This is an optimization exercise on Yosys and OpenROAD, whose aim is small area, not a production implementation.
Function was checked by simulation only, so behaviour that the tests miss may differ from the original.
Power figures rest on the tool's default switching activity, not on a simulated workload.

==> v34: inputs <==
## reorder_buffer
module reorder_buffer #(
  parameter int ROB_WIDTH  = 4,
  parameter int ID_WIDTH   = 32,
  parameter int ADDR_WIDTH = 32,
  parameter int REG_WIDTH  = 5,
  parameter int OP_WIDTH   = 6
) (
  input  logic                  clk_in,
  input  logic                  rst_in,
  input  logic                  rdy_in,
  input  logic                  dispatch_en_in,
  input  logic [OP_WIDTH-1:0]   dispatch_opcode_in,
  input  logic [REG_WIDTH-1:0]  dispatch_dest_in,
  input  logic [ADDR_WIDTH-1:0] dispatch_pc_in,
  input  logic                  dispatch_taken_in,
  output logic [ROB_WIDTH-1:0]  b_out,
  output logic                  full_out,
  input  logic [ROB_WIDTH-1:0]  rs_h_in,
  input  logic [ROB_WIDTH-1:0]  rt_h_in,
  output logic                  rs_ready_out,
  output logic                  rt_ready_out,
  output logic [ID_WIDTH-1:0]   rs_value_out,
  output logic [ID_WIDTH-1:0]   rt_value_out,
  input  logic                  cdb_en_in,
  input  logic [ROB_WIDTH-1:0]  cdb_tag_in,
  input  logic [ID_WIDTH-1:0]   cdb_value_in,
  input  logic                  cdb_taken_in,
  input  logic [ADDR_WIDTH-1:0] cdb_target_in,
  output logic                  commit_en_out,
  output logic [REG_WIDTH-1:0]  commit_reg_out,
  output logic [ID_WIDTH-1:0]   commit_value_out,
  output logic [ROB_WIDTH-1:0]  commit_tag_out,
  output logic                  store_commit_out,
  input  logic                  lsb_store_done_in,
  output logic                  flush_out,
  output logic [ADDR_WIDTH-1:0] flush_pc_out
);
export LEC_CHECK = 0
export CAP_MARGIN = 20
export CORE_MARGIN = 2
export CORE_UTILIZATION = 40
export SLEW_MARGIN = 20
create_clock -name core_clock -period 10.0 [get_ports {clk_in}]
run.sh (not shown) runs the stock make flow with config.mk's settings and CLKGATE_MAP_FILE= SYNTH_SCRIPT=/design/flow/synth_recipe.tcl, a recipe that flattens the netlist after the stock synthesis.
==> inputs of v30, as changes to v34 <==
--- a/flow/design.v
+++ b/flow/design.v
@@ -1,7 +1,37 @@
 `timescale 1ns/1ps
+module rob_dec16 (
+  input  logic [3:0]  t,
+  output logic [15:0] oh
+);
+  assign oh = 16'd1 << t;
+endmodule
+module rob_mux #(
+  parameter int N = 15,
+  parameter int W = 32
+) (
+  input  logic [N-1:0]   sel,
+  input  logic [N*W-1:0] d,
+  output logic [W-1:0]   y
+);
+  always_comb begin
+    y = '0;
+    for (int i = 0; i < N; i++) y |= d[i*W +: W] & {W{sel[i]}};
+  end
+endmodule
+module rob_xnext (
+  input  logic [31:0] a,
+  input  logic        sa,
+  input  logic [31:0] b,
+  input  logic        sb,
+  input  logic [31:0] q,
+  input  logic        sq,
+  output logic [31:0] d
+);
+  assign d = (a & {32{sa}}) | (b & {32{sb}}) | (q & {32{sq}});
+endmodule
 module reorder_buffer #(
   parameter int ROB_WIDTH  = 4,
   parameter int ID_WIDTH   = 32,
   parameter int ADDR_WIDTH = 32,
   parameter int REG_WIDTH  = 5,
   parameter int OP_WIDTH   = 6
@@ -54,78 +84,78 @@
   function automatic logic [3:0] next_tag(input logic [3:0] t);
     next_tag = (t == 4'd15) ? 4'd1 : t + 4'd1;
   endfunction
   function automatic logic [3:0] prev_tag(input logic [3:0] t);
     prev_tag = (t == 4'd1) ? 4'd15 : t - 4'd1;
   endfunction
-  logic [15:0][31:0] x_v, y_v;
-  logic [15:0][4:0]  dest_v;
-  logic [15:0][1:0]  cls_v;
-  logic [15:0]       vr_v, valid_v;
+  logic [15:0] h_oh, t_oh, k_oh, rs_oh, rt_oh;
+  logic [N:1]  c_oh;       
+  rob_dec16 u_dec_h  (.t(head_q),     .oh(h_oh));
+  rob_dec16 u_dec_t  (.t(tail_q),     .oh(t_oh));
+  rob_dec16 u_dec_k  (.t(cdb_tag_in), .oh(k_oh));
+  rob_dec16 u_dec_rs (.t(rs_h_in),    .oh(rs_oh));
+  rob_dec16 u_dec_rt (.t(rt_h_in),    .oh(rt_oh));
+  assign c_oh = {h_oh[1], h_oh[15:2]};
+  logic [N*71-1:0] ent_c;    
+  logic [N*4-1:0]  ent_h;    
+  logic [16*33-1:0] ent_q;   
   always_comb begin
     for (int i = 1; i <= N; i++) begin
-      x_v[i]     = x_q[i];
-      y_v[i]     = y_q[i];
-      dest_v[i]  = dest_q[i];
-      cls_v[i]   = cls_q[i];
-      vr_v[i]    = valid_q[i] & ready_q[i];
-      valid_v[i] = valid_q[i];
-    end
-    x_v[0]     = x_q[1];
-    y_v[0]     = y_q[1];
-    dest_v[0]  = dest_q[1];
-    cls_v[0]   = cls_q[1];
-    vr_v[0]    = 1'b0;
-    valid_v[0] = 1'b0;
-  end
-  logic [3:0] ct;
-  assign ct = prev_tag(head_q);
+      ent_c[(i-1)*71 +: 71] = {cls_q[i], dest_q[i], y_q[i], x_q[i]};
+      ent_h[(i-1)*4 +: 4]   = {cls_q[i], valid_q[i], valid_q[i] & ready_q[i]};
+      ent_q[i*33 +: 33]     = {valid_q[i] & ready_q[i], x_q[i]};
+    end
+    ent_q[0 +: 33] = {1'b1, cdb_value_in};
+  end
+  logic [70:0] ct_rd;
+  rob_mux #(.N(N), .W(71)) u_rd_c (.sel(c_oh), .d(ent_c), .y(ct_rd));
   logic [1:0]  ct_cls;
   logic [4:0]  ct_dest;
   logic [31:0] ct_x, ct_y;
-  assign ct_cls  = cls_v[ct];
-  assign ct_dest = dest_v[ct];
-  assign ct_x    = x_v[ct];
-  assign ct_y    = y_v[ct];
+  assign {ct_cls, ct_dest, ct_y, ct_x} = ct_rd;
   logic ct_br, ct_jalr;
   assign ct_br   = (ct_cls == C_BR);
   assign ct_jalr = (ct_cls == C_JALR);
   assign flush_out        = fq_q & (ct_jalr | (ct_br & (ct_dest[1] ^ ct_dest[0])));
-  assign flush_pc_out     = (ct_br & ~ct_dest[1]) ? ct_x + 32'd4 : ct_y;
+  assign flush_pc_out     = (ct_br & ~ct_dest[1]) ? ct_x : ct_y;
   assign commit_en_out    = cm_q & ~ct_br & (ct_dest != 5'd0);
   assign commit_reg_out   = ct_dest;
   assign commit_value_out = ct_x;
-  assign commit_tag_out   = ct;
+  assign commit_tag_out   = prev_tag(head_q);
   assign store_commit_out = sw_q;
   assign b_out            = tail_q;
+  logic [3:0] hd_rd;
+  rob_mux #(.N(N), .W(4)) u_rd_h (.sel(h_oh[N:1]), .d(ent_h), .y(hd_rd));
   logic head_valid, head_rdy, head_store;
-  assign head_valid = valid_v[head_q];
-  assign head_rdy   = vr_v[head_q];
-  assign head_store = (cls_v[head_q] == C_STORE);
+  assign head_rdy   = hd_rd[0];
+  assign head_valid = hd_rd[1];
+  assign head_store = (hd_rd[3:2] == C_STORE);
   assign full_out = (head_q == tail_q) & head_valid;
   logic active, disp_fire, cdb_go, run_commit, store_done, retire;
   assign active     = rdy_in & ~flush_out;
   assign disp_fire  = active & dispatch_en_in & ~full_out;
   assign cdb_go     = active & cdb_en_in;
   assign run_commit = active & ~sw_q & head_rdy;
   assign store_done = active & sw_q & lsb_store_done_in;
   assign retire     = (run_commit & ~head_store) | store_done;
-  logic [1:0] d_cls;
-  logic [4:0] d_dest;
+  logic [1:0]  d_cls;
+  logic [4:0]  d_dest;
+  logic [31:0] d_pc4;
   always_comb begin
     if (dispatch_opcode_in == 6'd4)
       d_cls = C_JALR;
     else if (dispatch_opcode_in >= 6'd5 && dispatch_opcode_in <= 6'd10)
       d_cls = C_BR;
     else if (dispatch_opcode_in >= 6'd16 && dispatch_opcode_in <= 6'd18)
       d_cls = C_STORE;
     else
       d_cls = C_REG;
   end
   assign d_dest = {dispatch_dest_in[4:1],
                    (d_cls == C_BR) ? dispatch_taken_in : dispatch_dest_in[0]};
+  assign d_pc4  = dispatch_pc_in + 32'd4;
   always_ff @(posedge clk_in or negedge rst_in) begin
     if (!rst_in) begin
       head_q  <= 4'd1;
       tail_q  <= 4'd1;
       sw_q    <= 1'b0;
       cm_q    <= 1'b0;
@@ -142,38 +172,62 @@
       end else begin
         if (disp_fire) tail_q <= next_tag(tail_q);
         if (retire)    head_q <= next_tag(head_q);
         if (run_commit & head_store) sw_q <= 1'b1;
         if (store_done)              sw_q <= 1'b0;
         for (int i = 1; i <= N; i++) begin
-          if (retire && head_q == 4'(i))     valid_q[i] <= 1'b0;
-          if (disp_fire && tail_q == 4'(i))  valid_q[i] <= 1'b1;
+          if (retire & h_oh[i])    valid_q[i] <= 1'b0;
+          if (disp_fire & t_oh[i]) valid_q[i] <= 1'b1;
         end
       end
     end else begin
       cm_q <= 1'b0;
     end
   end
+  logic [N:1] we_d, we_c, we_cx, we_ca, hold_x;
+  always_comb begin
+    for (int i = 1; i <= N; i++) begin
+      we_d[i]   = disp_fire & t_oh[i];
+      we_c[i]   = cdb_go & k_oh[i] & ~(retire & h_oh[i]);
+      we_cx[i]  = we_c[i] & (cls_q[i] != C_BR) & ~we_d[i];
+      we_ca[i]  = we_c[i] & (cls_q[i] == C_BR);
+      hold_x[i] = ~(we_d[i] | we_cx[i]);
+    end
+  end
+  logic [31:0] x_d [1:N];
+  for (genvar g = 1; g <= N; g++) begin : g_x
+    rob_xnext u_xn (
+      .a(d_pc4),        .sa(we_d[g]),
+      .b(cdb_value_in), .sb(we_cx[g]),
+      .q(x_q[g]),       .sq(hold_x[g]),
+      .d(x_d[g])
+    );
+  end
   always_ff @(posedge clk_in) begin
     for (int i = 1; i <= N; i++) begin
-      if (cdb_go && cdb_tag_in == 4'(i) && !(retire && head_q == 4'(i))) begin
+      x_q[i] <= x_d[i];
+      if (we_c[i]) begin
         ready_q[i] <= 1'b1;
         y_q[i]     <= cdb_target_in;
-        if (cls_q[i] == C_BR) dest_q[i][1] <= cdb_taken_in;
-        else                  x_q[i]       <= cdb_value_in;
       end
-      if (disp_fire && tail_q == 4'(i)) begin
+      if (we_ca[i]) dest_q[i][1] <= cdb_taken_in;
+      if (we_d[i]) begin
         ready_q[i] <= 1'b0;
         cls_q[i]   <= d_cls;
         dest_q[i]  <= d_dest;
-        x_q[i]     <= dispatch_pc_in;
       end
     end
   end
   logic rs_byp, rt_byp;
+  logic [15:0] rs_sel, rt_sel;
+  logic [32:0] rs_rd, rt_rd;
   assign rs_byp = cdb_en_in & (cdb_tag_in == rs_h_in);
   assign rt_byp = cdb_en_in & (cdb_tag_in == rt_h_in);
-  assign rs_ready_out = (rs_h_in != 4'd0) & (rs_byp | vr_v[rs_h_in]);
-  assign rt_ready_out = (rt_h_in != 4'd0) & (rt_byp | vr_v[rt_h_in]);
-  assign rs_value_out = rs_byp ? cdb_value_in : x_v[rs_h_in];
-  assign rt_value_out = rt_byp ? cdb_value_in : x_v[rt_h_in];
-endmodule
+  assign rs_sel = rs_byp ? {15'd0, rs_h_in != 4'd0} : {rs_oh[15:1], 1'b0};
+  assign rt_sel = rt_byp ? {15'd0, rt_h_in != 4'd0} : {rt_oh[15:1], 1'b0};
+  rob_mux #(.N(16), .W(33)) u_rd_rs (.sel(rs_sel), .d(ent_q), .y(rs_rd));
+  rob_mux #(.N(16), .W(33)) u_rd_rt (.sel(rt_sel), .d(ent_q), .y(rt_rd));
+  assign rs_ready_out = rs_rd[32];
+  assign rt_ready_out = rt_rd[32];
+  assign rs_value_out = rs_rd[31:0];
+  assign rt_value_out = rt_rd[31:0];
+endmodule
--- a/flow/config.mk
+++ b/flow/config.mk
@@ -5,7 +5,11 @@
 export SDC_FILE = /design/flow/constraint.sdc
 export NUM_CORES = 4
 export LEC_CHECK = 0
 export CAP_MARGIN = 20
 export CORE_MARGIN = 2
 export CORE_UTILIZATION = 40
+export CTS_BUF_LIST = sky130_fd_sc_hd__clkbuf_8
+export CTS_CLUSTER_DIAMETER = 40
+export CTS_CLUSTER_SIZE = 20
 export SLEW_MARGIN = 20
+export SYNTH_HIERARCHICAL = 1
==> summary.txt <==
| item | v30 | v34 |
|---|---|---|
| Transition at the pin with the smallest max-transition slack | 1.28 ns | 1.27 ns |
| Status | finished clean | finished clean |
| Amount of wire on met2 after detailed routing | 99,800 µm | 105,000 µm |
| Crit Reg-Reg Startpoint | head_q[2]$_DFFE_PN0P_ | head_q[0]$_DFFE_PN1P_ |
| Count of filler cells inserted in the layout | 12,000 | 13,400 |
| Final design area excluding fillers | 59,900 µm² | 70,100 µm² |
| Count of multi-input combinational gates | 2,272 | 2,860 |
| Power per cell area | 279 nW/µm² | 313 nW/µm² |
| Die ar. | 136,000 µm² | 156,000 µm² |
| Crit. Startpoint | head_q[2]$_DFFE_PN0P_ | head_q[0]$_DFFE_PN1P_ |
| Met3 capacity usage during global routing | 11.8% | 7.35% |
| Max transition margin | 14.5% | 15.0% |
| Iteration-0 DRC Markers | 11,400 | 6,252 |
| Number of clock buffers inserted by TritonCTS | 154 | 120 |
| Worst slack at placement | 1.99 ns | 0.920 ns |
| Cell at the slowest stage of the critical path | dfrtp_1 | dfstp_4 |
| Cell depth of the worst flop-to-flop path | 16 | 17 |

==> afterwards: timing with drivers on the ports <==
In the flow no input, the clock included, has a driving cell. The finished layouts below were timed again as built, in two steps. Step 1 (the two cells are an assumption about what drives the block):
set clk [get_ports {clk_in}]
set_driving_cell -lib_cell sky130_fd_sc_hd__clkbuf_16 $clk
set_driving_cell -lib_cell sky130_fd_sc_hd__buf_2 [delete_from_list [all_inputs] $clk]
Step 2 moves the port delays by t, midway between the first and last clock arrival at a register: inputs arrive t later, outputs are due t later. That takes back most of the time a late clock gives input paths. Slacks: ideal / step 1 / step 2; pairs: ideal / step 1.
| run | shift t [ns] | slack for setup (ns) | worst hold slack (ns) |
|---|---|---|---|
| v34 | 0.831 | 0.231 / 0.155 / 0.986 | 0.476 / 0.476 / 0.476 |
| v30 | 0.970 | 1.742 / 1.663 / 1.735 | 0.465 / 0.465 / 0.465 |
After both steps every run listed still meets setup and hold. The setup slack of v30, which loses most, moves by -0.079 ns with the drivers and by -0.007 ns with both steps.
